Context: an optimization exercise on an open-source flow, tuned for small area. The choices shown serve that exercise and are no tape-out recipe. No functional check of the RTL was part of this run.

==> flow/standard.sh <==
#!/bin/bash
# synth_recipe.tcl (not shown) runs the flow's synth.tcl, then flattens the netlist and writes it again
# the make line also repeats each setting of config.mk as NAME=value (left out here)
make -C /OpenROAD-flow-scripts/flow DESIGN_CONFIG=/design/flow/config.mk WORK_HOME=/design/flow/orfs CLKGATE_MAP_FILE= SYNTH_SCRIPT=/design/flow/synth_recipe.tcl "${@:-finish}"
==> flow/design.v <==
package xgmii_tx_pkg;
    localparam logic [7:0] xgmii_idle   = 8'h07;
    localparam logic [7:0] xgmii_start  = 8'hfb;
    localparam logic [7:0] xgmii_term   = 8'hfd;
    localparam logic [7:0] xgmii_error  = 8'hfe;
    localparam logic [7:0] eth_preamble = 8'h55;
    localparam logic [7:0] eth_sfd      = 8'hd5;
    localparam logic [31:0] crc_poly = 32'hedb8_8320;   
    function automatic logic [31:0] crc32_byte(logic [31:0] crc, logic [7:0] b);
        logic [31:0] c;
        c = crc ^ {24'h0, b};
        for (int i = 0; i < 8; i++) begin
            if (c[0]) begin
                c = (c >> 1) ^ crc_poly;
            end else begin
                c = c >> 1;
            end
        end
        crc32_byte = c;
    endfunction
endpackage
module crc_xor2 (
    input  logic a_i,
    input  logic b_i,
    output logic y_o
);
    assign y_o = a_i ^ b_i;
endmodule
module crc_xnor2 (
    input  logic a_i,
    input  logic b_i,
    output logic y_o
);
    assign y_o = ~(a_i ^ b_i);
endmodule
module crc_aoi222 (
    input  logic a1_i, a2_i, b1_i, b2_i, c1_i, c2_i,
    output logic y_o
);
    assign y_o = ~((a1_i & a2_i) | (b1_i & b2_i) | (c1_i & c2_i));
endmodule
module crc_nand3 (
    input  logic a_i, b_i, c_i,
    output logic y_o
);
    assign y_o = ~(a_i & b_i & c_i);
endmodule
module crc32_step (
    input  logic [31:0] c_i,
    input  logic [7:0]  b_i,
    output logic [31:0] c_o
);
    logic r12_33, r13_35, r14_37, r14_38, r15_40, r15_41, r16_43, r16_44, r17_46, r17_47, r18_49, r18_50, r19_52, r26_60, r2_17, r3_19, r4_21, r4_22, r7_26, r8_28, t10, t11, t12, t13, t14, t15, t16, t17, t18, t19, t20, t21, t22, t8, t9, x0, x1, x2, x3, x4, x5, x6, x7;
    crc_xor2 g_x0 (.a_i(c_i[0]), .b_i(b_i[0]), .y_o(x0));
    crc_xor2 g_x1 (.a_i(c_i[1]), .b_i(b_i[1]), .y_o(x1));
    crc_xor2 g_x2 (.a_i(c_i[2]), .b_i(b_i[2]), .y_o(x2));
    crc_xor2 g_x3 (.a_i(c_i[3]), .b_i(b_i[3]), .y_o(x3));
    crc_xor2 g_x4 (.a_i(c_i[4]), .b_i(b_i[4]), .y_o(x4));
    crc_xor2 g_x5 (.a_i(c_i[5]), .b_i(b_i[5]), .y_o(x5));
    crc_xor2 g_x6 (.a_i(c_i[6]), .b_i(b_i[6]), .y_o(x6));
    crc_xor2 g_x7 (.a_i(c_i[7]), .b_i(b_i[7]), .y_o(x7));
    crc_xor2 g0 (.a_i(x0), .b_i(x1), .y_o(t8));
    crc_xor2 g1 (.a_i(x2), .b_i(x5), .y_o(t9));
    crc_xor2 g2 (.a_i(x3), .b_i(x6), .y_o(t10));
    crc_xor2 g3 (.a_i(x4), .b_i(x7), .y_o(t11));
    crc_xor2 g4 (.a_i(x4), .b_i(x5), .y_o(t12));
    crc_xnor2 g5 (.a_i(x1), .b_i(x7), .y_o(t13));
    crc_xor2 g6 (.a_i(x6), .b_i(t8), .y_o(t14));
    crc_xor2 g7 (.a_i(t9), .b_i(t10), .y_o(t15));
    crc_xor2 g8 (.a_i(t10), .b_i(t11), .y_o(t16));
    crc_xor2 g9 (.a_i(x0), .b_i(x3), .y_o(t17));
    crc_xor2 g10 (.a_i(x1), .b_i(x3), .y_o(t18));
    crc_xor2 g11 (.a_i(x0), .b_i(x6), .y_o(t19));
    crc_xor2 g12 (.a_i(t11), .b_i(t18), .y_o(t20));
    crc_xor2 g13 (.a_i(t9), .b_i(t11), .y_o(t21));
    crc_xnor2 g14 (.a_i(x7), .b_i(t14), .y_o(t22));
    crc_xnor2 g15 (.a_i(c_i[8]), .b_i(x2), .y_o(c_o[0]));
    crc_xor2 g16 (.a_i(c_i[9]), .b_i(t17), .y_o(c_o[1]));
    crc_xor2 g17 (.a_i(c_i[10]), .b_i(x4), .y_o(r2_17));
    crc_xnor2 g18 (.a_i(t8), .b_i(r2_17), .y_o(c_o[2]));
    crc_xor2 g19 (.a_i(c_i[11]), .b_i(x1), .y_o(r3_19));
    crc_xnor2 g20 (.a_i(t9), .b_i(r3_19), .y_o(c_o[3]));
    crc_xor2 g21 (.a_i(c_i[12]), .b_i(x0), .y_o(r4_21));
    crc_xor2 g22 (.a_i(x2), .b_i(t10), .y_o(r4_22));
    crc_xor2 g23 (.a_i(r4_21), .b_i(r4_22), .y_o(c_o[4]));
    crc_xor2 g24 (.a_i(c_i[13]), .b_i(t20), .y_o(c_o[5]));
    crc_xor2 g25 (.a_i(c_i[14]), .b_i(t12), .y_o(c_o[6]));
    crc_xor2 g26 (.a_i(c_i[15]), .b_i(x5), .y_o(r7_26));
    crc_xnor2 g27 (.a_i(t19), .b_i(r7_26), .y_o(c_o[7]));
    crc_xor2 g28 (.a_i(c_i[16]), .b_i(x6), .y_o(r8_28));
    crc_xor2 g29 (.a_i(t13), .b_i(r8_28), .y_o(c_o[8]));
    crc_xnor2 g30 (.a_i(c_i[17]), .b_i(x7), .y_o(c_o[9]));
    crc_xnor2 g31 (.a_i(c_i[18]), .b_i(x2), .y_o(c_o[10]));
    crc_xnor2 g32 (.a_i(c_i[19]), .b_i(x3), .y_o(c_o[11]));
    crc_xor2 g33 (.a_i(c_i[20]), .b_i(x0), .y_o(r12_33));
    crc_xor2 g34 (.a_i(x4), .b_i(r12_33), .y_o(c_o[12]));
    crc_xor2 g35 (.a_i(c_i[21]), .b_i(x5), .y_o(r13_35));
    crc_xnor2 g36 (.a_i(t8), .b_i(r13_35), .y_o(c_o[13]));
    crc_xor2 g37 (.a_i(c_i[22]), .b_i(x1), .y_o(r14_37));
    crc_xor2 g38 (.a_i(x2), .b_i(x6), .y_o(r14_38));
    crc_xnor2 g39 (.a_i(r14_37), .b_i(r14_38), .y_o(c_o[14]));
    crc_xor2 g40 (.a_i(c_i[23]), .b_i(x2), .y_o(r15_40));
    crc_xor2 g41 (.a_i(x3), .b_i(x7), .y_o(r15_41));
    crc_xnor2 g42 (.a_i(r15_40), .b_i(r15_41), .y_o(c_o[15]));
    crc_xor2 g43 (.a_i(c_i[24]), .b_i(x2), .y_o(r16_43));
    crc_xor2 g44 (.a_i(x4), .b_i(t17), .y_o(r16_44));
    crc_xor2 g45 (.a_i(r16_43), .b_i(r16_44), .y_o(c_o[16]));
    crc_xor2 g46 (.a_i(c_i[25]), .b_i(x3), .y_o(r17_46));
    crc_xor2 g47 (.a_i(t8), .b_i(t12), .y_o(r17_47));
    crc_xnor2 g48 (.a_i(r17_46), .b_i(r17_47), .y_o(c_o[17]));
    crc_xor2 g49 (.a_i(c_i[26]), .b_i(x4), .y_o(r18_49));
    crc_xor2 g50 (.a_i(t9), .b_i(r18_49), .y_o(r18_50));
    crc_xor2 g51 (.a_i(t14), .b_i(r18_50), .y_o(c_o[18]));
    crc_xor2 g52 (.a_i(c_i[27]), .b_i(t13), .y_o(r19_52));
    crc_xnor2 g53 (.a_i(t15), .b_i(r19_52), .y_o(c_o[19]));
    crc_xor2 g54 (.a_i(c_i[28]), .b_i(t16), .y_o(c_o[20]));
    crc_xor2 g55 (.a_i(c_i[29]), .b_i(t21), .y_o(c_o[21]));
    crc_xor2 g56 (.a_i(c_i[30]), .b_i(t15), .y_o(c_o[22]));
    crc_xor2 g57 (.a_i(c_i[31]), .b_i(t16), .y_o(c_o[23]));
    crc_xor2 g58 (.a_i(x0), .b_i(t21), .y_o(c_o[24]));
    crc_xnor2 g59 (.a_i(t8), .b_i(t15), .y_o(c_o[25]));
    crc_xor2 g60 (.a_i(x2), .b_i(t8), .y_o(r26_60));
    crc_xor2 g61 (.a_i(t16), .b_i(r26_60), .y_o(c_o[26]));
    crc_xor2 g62 (.a_i(x5), .b_i(t20), .y_o(c_o[27]));
    crc_xnor2 g63 (.a_i(t19), .b_i(t12), .y_o(c_o[28]));
    crc_xnor2 g64 (.a_i(x5), .b_i(t22), .y_o(c_o[29]));
    assign c_o[30] = t22;
    assign c_o[31] = t13;
endmodule
module crc32_d64 (
    input  logic [31:0] inv_i,     
    input  logic [63:0] beat_i,
    input  logic [7:0]  sel_i,     
    input  logic        hold_i,
    output logic [31:0] inv_o
);
    logic [31:0] chain [9];
    logic [31:0] rot   [9];
    logic [31:0] p0, p1, p2;
    assign chain[0] = inv_i;
    for (genvar i = 0; i < 8; i++) begin : g_step
        crc32_step step (
            .c_i (chain[i]),
            .b_i (beat_i[8*i +: 8]),
            .c_o (chain[i+1])
        );
    end
    always_comb begin
        rot[0] = '0;
        for (int n = 1; n <= 8; n++) begin
            for (int p = 0; p < 4; p++) begin
                rot[n][8*p +: 8] = chain[n][8*((p - n) & 3) +: 8];
            end
        end
    end
    for (genvar b = 0; b < 32; b++) begin : g_sel
        crc_aoi222 s0 (.a1_i(sel_i[0]), .a2_i(rot[1][b]), .b1_i(sel_i[1]), .b2_i(rot[2][b]),
                       .c1_i(sel_i[2]), .c2_i(rot[3][b]), .y_o(p0[b]));
        crc_aoi222 s1 (.a1_i(sel_i[3]), .a2_i(rot[4][b]), .b1_i(sel_i[4]), .b2_i(rot[5][b]),
                       .c1_i(sel_i[5]), .c2_i(rot[6][b]), .y_o(p1[b]));
        crc_aoi222 s2 (.a1_i(sel_i[6]), .a2_i(rot[7][b]), .b1_i(sel_i[7]), .b2_i(rot[8][b]),
                       .c1_i(hold_i),   .c2_i(inv_i[b]),  .y_o(p2[b]));
        crc_nand3  s3 (.a_i(p0[b]), .b_i(p1[b]), .c_i(p2[b]), .y_o(inv_o[b]));
    end
endmodule
module xgmii_ao221 (
    input  logic a1_i, a2_i, b1_i, b2_i, c1_i,
    output logic y_o
);
    assign y_o = (a1_i & a2_i) | (b1_i & b2_i) | c1_i;
endmodule
module xgmii_tail_pack (
    input  logic        start_i,
    input  logic        data_i,
    input  logic        tail_i,
    input  logic        term_i,
    input  logic        err_i,
    input  logic [7:0]  keep_i,
    input  logic [63:0] beat_i,    
    input  logic [31:0] fcs_i,     
    output logic [63:0] d_o,
    output logic [7:0]  c_o
);
    logic       tail_ok, tail_err;
    logic [7:0] sel_d, sel_r, is_t, is_i;
    logic [7:0] ch [8];
    assign tail_ok  = tail_i & ~err_i;
    assign tail_err = tail_i & err_i;
    always_comb begin
        for (int j = 0; j < 8; j++) begin
            sel_d[j] = data_i | (tail_ok & keep_i[j]) | (tail_err && j >= 1 && j <= 6);
            sel_r[j] = tail_ok & ~keep_i[j] & ((j < 4) ? 1'b1 : keep_i[(j+4)%8]);
            if (j < 4) sel_r[j] = sel_r[j] | (term_i & keep_i[j+4]);
            if (j < 4) begin
                is_t[j] = term_i & keep_i[j+3] & ~keep_i[(j+4)%8];
            end else if (j == 4) begin
                is_t[j] = term_i & keep_i[7];
            end else begin
                is_t[j] = tail_ok & keep_i[j-5] & ~keep_i[j-4];
            end
            if (j == 7) is_t[j] = is_t[j] | tail_err;
            is_i[j] = ~(sel_d[j] | sel_r[j] | is_t[j] | start_i | (tail_err && j == 0));
        end
        for (int j = 0; j < 8; j++) begin
            ch[j] = ({8{is_i[j]}} & xgmii_tx_pkg::xgmii_idle) |
                    ({8{is_t[j]}} & xgmii_tx_pkg::xgmii_term);
        end
        ch[0] = ch[0] | ({8{start_i}} & xgmii_tx_pkg::xgmii_start) |
                        ({8{tail_err}} & xgmii_tx_pkg::xgmii_error);
        for (int j = 1; j < 7; j++) ch[j] = ch[j] | ({8{start_i}} & xgmii_tx_pkg::eth_preamble);
        ch[7] = ch[7] | ({8{start_i}} & xgmii_tx_pkg::eth_sfd);
        for (int j = 0; j < 8; j++) begin
            c_o[j] = ~(sel_d[j] | sel_r[j] | (start_i && j != 0));
        end
    end
    for (genvar j = 0; j < 8; j++) begin : g_lane
        for (genvar b = 0; b < 8; b++) begin : g_bit
            xgmii_ao221 o (.a1_i(sel_d[j]), .a2_i(beat_i[8*j+b]), .b1_i(sel_r[j]),
                           .b2_i(fcs_i[8*(j%4)+b]), .c1_i(ch[j][b]), .y_o(d_o[8*j+b]));
        end
    end
endmodule
module tx_frame_ctrl (
    input  logic       rst,
    input  logic       tvalid_i,
    input  logic       tlast_i,
    input  logic       err_i,
    input  logic [7:0] keep_i,
    input  logic       tready_i,
    input  logic       start_i,     
    input  logic       data_i,      
    input  logic       last_i,      
    input  logic       tail_i,      
    input  logic       term_i,      
    output logic       tready_o,
    output logic       start_o,
    output logic       data_o,
    output logic       last_o,
    output logic       tail_o,
    output logic       term_o,
    output logic [7:0] sel_o,       
    output logic       hold_o       
);
    logic accept;
    logic beat;      
    logic more;      
    assign accept = tvalid_i & tready_i;
    assign beat   = start_i | data_i;
    assign more   = tail_i & ~err_i & keep_i[3];
    assign start_o  = ~rst & accept & ~beat;
    assign data_o   = ~rst & accept & beat;
    assign last_o   = ~rst & accept & tlast_i;
    assign tail_o   = ~rst & last_i;
    assign term_o   = ~rst & more;
    assign tready_o = ~rst & (tready_i ? ~(accept & tlast_i) : ~(last_i | more));
    always_comb begin
        for (int k = 0; k < 7; k++) begin
            sel_o[k] = beat & last_i & keep_i[k] & ~keep_i[k+1];
        end
        sel_o[7] = beat & (~last_i | keep_i[7]);
    end
    assign hold_o = tail_i | term_i;
endmodule
module axis_xgmii_tx (
    input  logic        clk,
    input  logic        rst,
    input  logic [63:0] tdata_i,
    input  logic [7:0]  tkeep_i,
    input  logic        tvalid_i,
    input  logic        tlast_i,
    input  logic        tuser_i,
    output logic        tready_o,
    output logic [63:0] xgmii_d_o,
    output logic [7:0]  xgmii_c_o
);
    logic [63:0] d1_q;      
    logic [63:0] d2_q;      
    logic [31:0] crc_q;     
    logic [31:0] crc_d;
    logic [7:1]  keep_q;    
    logic        err_q;
    logic        tready_q, start_q, data_q, last_q, tail_q, term_q;
    logic        tready_d, start_d, data_d, last_d, tail_d, term_d;
    logic        hold;
    logic [7:0]  sel;
    tx_frame_ctrl ctrl0 (
        .rst      (rst),
        .tvalid_i (tvalid_i),
        .tlast_i  (tlast_i),
        .err_i    (err_q),
        .keep_i   ({keep_q, 1'b1}),
        .tready_i (tready_q),
        .start_i  (start_q),
        .data_i   (data_q),
        .last_i   (last_q),
        .tail_i   (tail_q),
        .term_i   (term_q),
        .tready_o (tready_d),
        .start_o  (start_d),
        .data_o   (data_d),
        .last_o   (last_d),
        .tail_o   (tail_d),
        .term_o   (term_d),
        .sel_o    (sel),
        .hold_o   (hold)
    );
    crc32_d64 crc0 (
        .inv_i  (crc_q),
        .beat_i (d1_q),
        .sel_i  (sel),
        .hold_i (hold),
        .inv_o  (crc_d)
    );
    xgmii_tail_pack pack0 (
        .start_i (start_q),
        .data_i  (data_q),
        .tail_i  (tail_q),
        .term_i  (term_q),
        .err_i   (err_q),
        .keep_i  ({keep_q, 1'b1}),
        .beat_i  (d2_q),
        .fcs_i   (crc_q),
        .d_o     (xgmii_d_o),
        .c_o     (xgmii_c_o)
    );
    assign tready_o = tready_q;
    always_ff @(posedge clk) begin
        d1_q     <= tdata_i;
        d2_q     <= d1_q;
        crc_q    <= crc_d;
        tready_q <= tready_d;
        start_q  <= start_d;
        data_q   <= data_d;
        last_q   <= last_d;
        tail_q   <= tail_d;
        term_q   <= term_d;
    end
    always_ff @(posedge clk) begin
        if (tready_q) begin
            keep_q <= tkeep_i[7:1];
            err_q  <= tuser_i;
        end
    end
endmodule
==> flow/constraint.sdc <==
create_clock -name core_clock -period 9.0 [get_ports {clk}]
set_input_delay 1.8000 -clock core_clock [delete_from_list [all_inputs] [get_ports {clk}]]
set_output_delay 1.8000 -clock core_clock [all_outputs]
set_load 0.01 [all_outputs]
==> flow/flow/run.sh <==
#!/bin/bash
# Layout: the standard flow (standard synthesis unchanged), with the input and
# output port buffers made of the smallest plain buffer cell.
set -euo pipefail
export BUFFER_PORTS_ARGS="-buffer_cell sky130_fd_sc_hd__buf_1"
bash standard.sh > standard_flow.log 2>&1
==> flow/config.mk <==
export PLATFORM = sky130hd
export DESIGN_NAME = axis_xgmii_tx
export DESIGN_NICKNAME = axis_xgmii_tx
export VERILOG_FILES = /design/flow/design.v
export SDC_FILE = /design/flow/constraint.sdc
export NUM_CORES = 4
export LEC_CHECK = 0
export CAP_MARGIN = 20
export CORE_MARGIN = 2
export CORE_UTILIZATION = 55
export CTS_BUF_LIST = sky130_fd_sc_hd__clkbuf_8
export GPL_TIMING_DRIVEN = 1
export SETUP_SLACK_MARGIN = 0.05
export SLEW_MARGIN = 20
export SYNTH_HIERARCHICAL = 1
==> run summary <==
-- worst max-delay path by stage --
stage / start / to / slack [ps] / cells past startpoint
3_3_place_gp: d1_q[5] / crc_q[29] / 140 / 36
5_1_grt: crc_q[4] / crc_q[27] / -160 / 37
6_report: crc_q[4] / crc_q[27] / 230 / 37
2_1_floorplan: crc_q[4] / crc_q[24] / -240 / 32
4_1_cts: crc_q[0] / crc_q[22] / 50 / 35
3_5_place_dp: d1_q[5] / crc_q[21] / -20 / 32
-- cell usage in the layout, fill, tap and decap left out, types with 2 or more instances in the layout --
cell        count
xnor2_2        14
clkinv_8        2
xor2_1        314
buf_1         148
conb_1          5
nor4_1          4
clkinvlp_4      2
a21o_1          4
dfxtp_4         2
and4bb_1        2
a221o_1        64
buf_4         234
nor3_1          4
o21a_1          2
or2_2           4
nor3b_1         2
nor3b_4         4
a21oi_2         3
nor2b_1         5
a222oi_1       96
dfxtp_2        11
or2_1           2
inv_8           2
xor2_4         11
nor3b_2         2
edfxtp_1        8
nand2_1        10
xnor2_1       122
dfxtp_1       153
a21oi_1         2
o21ai_0        14
inv_6           5
nor2_1         24
nand3_1        32
clkbuf_8       17
xor2_2        123
nand2b_1       11
nand3b_1        2
inv_1           5
-- cell families after synthesis --
group / count (synthesis)
buffers and inverters: 28
AOI/OAI and AO/OA: 192
other: 1
xor gates and xnor gates: 584
and+or+nand+nor: 111
DFF: 174
-- metal layers --
metal,vias to the layer above,track usage (%),wire length [um],part of all wire (%)
li1,4619,-,-,-
met1,5200,56.7,17900,38
met2,885,59.9,19700,42
met3,166,10.6,6200,13
met4,0,25.0,3330,7.1
met5,-,0,0,0
-- Yosys stat by module, one instance, submodules excluded, a selection --
module           flops+latches  times used  cells inside
crc32_step                   0           8             2
xgmii_tail_pack              0           1            99
axis_xgmii_tx              174           1           175
crc_xor2                     0         448             1
crc_xnor2                    0         136             1
tx_frame_ctrl                0           1            24
crc_nand3                    0          32             1
xgmii_ao221                  0          64             1
-- flip-flops by register name, summed over array words and instances, names as in the netlist --
name / cells
tready_q: 1
d2_q: 64
start_q: 1
d1_q: 64
err_q: 1
data_q: 1
keep_q: 7
term_q: 1
tail_q: 1
crc_q: 32
last_q: 1
-- stage by stage --
stage | cells | instance area (um2)
2_1_floorplan | 1094 | 12100
3_3_place_gp | 1699 | 14500
3_5_place_dp | 1699 | 14500
4_1_cts | 1734 | 14900
5_1_grt | 1756 | 15500
6_report | 1756 | 15500
-- layout make-up --
cell class | instances | area (um2) | share of cell area [%]
clock inverters | 15 | 156 | 1.01
multi-input cells | 892 | 8830 | 57.0
flip-flops and latches | 174 | 3580 | 23.1
clock buffers | 17 | 234 | 1.51
well taps | 270 | 338 | 2.18
inverters | 4 | 15.0 | 0.0968
repair buffers | 384 | 2340 | 15.1
-- worst register-to-register path, delay by kind of cell, from the launching register on --
kind            cells  cell delay [ps]
xor+xnor           28             6390
simple gates        1              140
buf+inv             7             1400
compound gates      1              320
flops               1              410
-- timing repair --
action,CTS,global route
hold endpoints to repair,0,0
endpoints found under the setup margin,18,31
pin swaps,3,37
setup buffers,3,22
resized for setup,6,55
==> run_results.csv <==
group,metric,value,unit
cells_and_area,n_antenna_cell,0,
critical_path,cpMostUsedCell,"xor2_2",
worst_hold_path,min_from,"d1_q[9]",
global_routing,first_global_vias,10100,
synth,avgSynthCellArea,10.4,um2
drt,ant_nets,0,
cells_and_area,final_util,76.9,%
drt,via_per_inst,6.19,
run,max-cap-violations,0,
drt,firstDrtPassIters,11,
sta,finalClockSkew,20.0,ps
synth,synth-xor-area-share,45.3,%
die,initial_core_util,56.0,%
sta,postLayoutSetupSlackWorst,229,ps
synth,yosysTopAreaCell,"xor2_1",
die,dieArea,21700,um2
critical_path,start_kind,"flop",
drt,drc_errors,0,
place,gp_congestion,1.03,
critical_path,reg2reg_slack,230,ps
cts,clk_latency,480,ps
sta,maxSlewHeadroom,16.4,%
synth,synthArstFlopShare,0,%
synth,synth_commonest_cells,"xor2_1, dfxtp_1, xnor2_1",
cts,cts_max_path_buffers,2,
synth,ys_seq_area_share,31.6,%
drt,drtIter0Drc,2006,
cells_and_area,nFillCells,1415,
worst_hold_path,hold-path-endpoint,"d2_q[9]",
synth,synth_enable_flop_cells,8,
drt,post_drt_wl_per_cell,26.8,um
sta,fmax,0.114,GHz
synth,netlist_area,11300,um2
critical_path,path_class,"flop to flop",
critical_path,rr_endpoint,"crc_q[27]",
place,io_buffers,148,
sta,final.setup.tns,0,ps
cts,cts_tree,"done",
place,place_ws,-20.4,ps
die,core_area,20200,um2
global_routing,grt_max_degree,33,
critical_path,cp_slowest_cell,"dfxtp_4",
sta,slew_viol_final,0,
cells_and_area,syn2layout_area_growth,37.3,%
synth,synth_compound_area_share,16.0,%
global_routing,antenna_found_initial,1,
synth,yosys_warnings,16,
worst_hold_path,hold_path.class,"flop to flop",
cts,clock-sinks,174,
cells_and_area,drive_gt1_share,29.7,%
die,num_rows,52,
critical_path,cp.required,9350,ps
die,fp.dieW,147,um
synth,synth_most_common_cell,"xor2_1",
synth,postSynthCellCount,1090,
synth,synth_top_family_by_area,"XOR/XNOR gates",
worst_hold_path,whs_path_depth,0,
run_status,status,"complete, no violations",
critical_path,crit_buf_inv,7,
sta,setup_viol,0,
synth,synth-simple-area-share,5.57,%
drt,dr_total_vias,10900,
cts,cts_root_buf,"clkbuf_8",
global_routing,overflow,0,
sta,period_minus_slack,8770,ps
critical_path,cp_max_fo,7,
synth,synthMuxAreaShare,0,%
sta,tightestPinTransition,1250,ps
sta,holdWs,372,ps
die,die_h,147,um
synth,synthTopCellsByArea,"xor2_1, dfxtp_1, xnor2_1, a222oi_1, a221o_1",
place,hpwl,36.8,mm
sta,period_share,97.5,%
global_routing,grt_pass1_wl,65.2,mm
drt,routed_wl,47.1,mm
synth,synth-seq-cells,174,
synth,post-synth-top-area-fraction,34.7,%
global_routing,grt_usage,41.7,%
synth,yosys.area_share.adder,0,%
cts,ctsHtreeMaxLevel,4,
critical_path,max_stage_delay,410,ps
cts,cts_buffers,17,
critical_path,path_delay_family,"XOR/XNOR gates",
sta,hold_violations,0,
cts,clk_pin_slew,110,ps
synth,ys_types,39,
critical_path,worstReg2RegStart,"crc_q[4]",
critical_path,crit_arrival,9120,ps
critical_path,reg2regPathDepth,37,
die,io_pins,150,
synth,synth-main-ff-cell,"dfxtp_1",
cts,holdBufCountCts,0,
critical_path,cp-end-kind,"flop",
cells_and_area,fin_nets,1550,

## separate check: timing with driven ports
The flow's constraints put no driver on any port. The routed layout listed below was extracted and timed again, unchanged, in two steps.
Step 1 (the two cells are an assumption about what drives the block):
set clk [get_ports {clk}]
set_driving_cell -lib_cell sky130_fd_sc_hd__clkbuf_16 $clk
set_driving_cell -lib_cell sky130_fd_sc_hd__buf_2 [delete_from_list [all_inputs] $clk]
Step 2 times the ports against the registers' clock, not the clock port: input delays grow and output delays shrink by t, the midpoint of the rising clock arrivals with the driver on.
Slacks: ideal ports / drivers / drivers and shift; pairs: ideal ports / drivers.
t, ns: 0.517
setup WS [ns]: 0.229 / 0.229 / 0.229
hold slack, ns: 0.372 / 0.372 / 0.372
latest minus earliest clock arrival (ns): 0.020 / 0.020
After both steps this run still meets setup and hold. For this run, drivers alone change the setup slack by 0.000 ns; drivers and shift together by 0.000 ns.
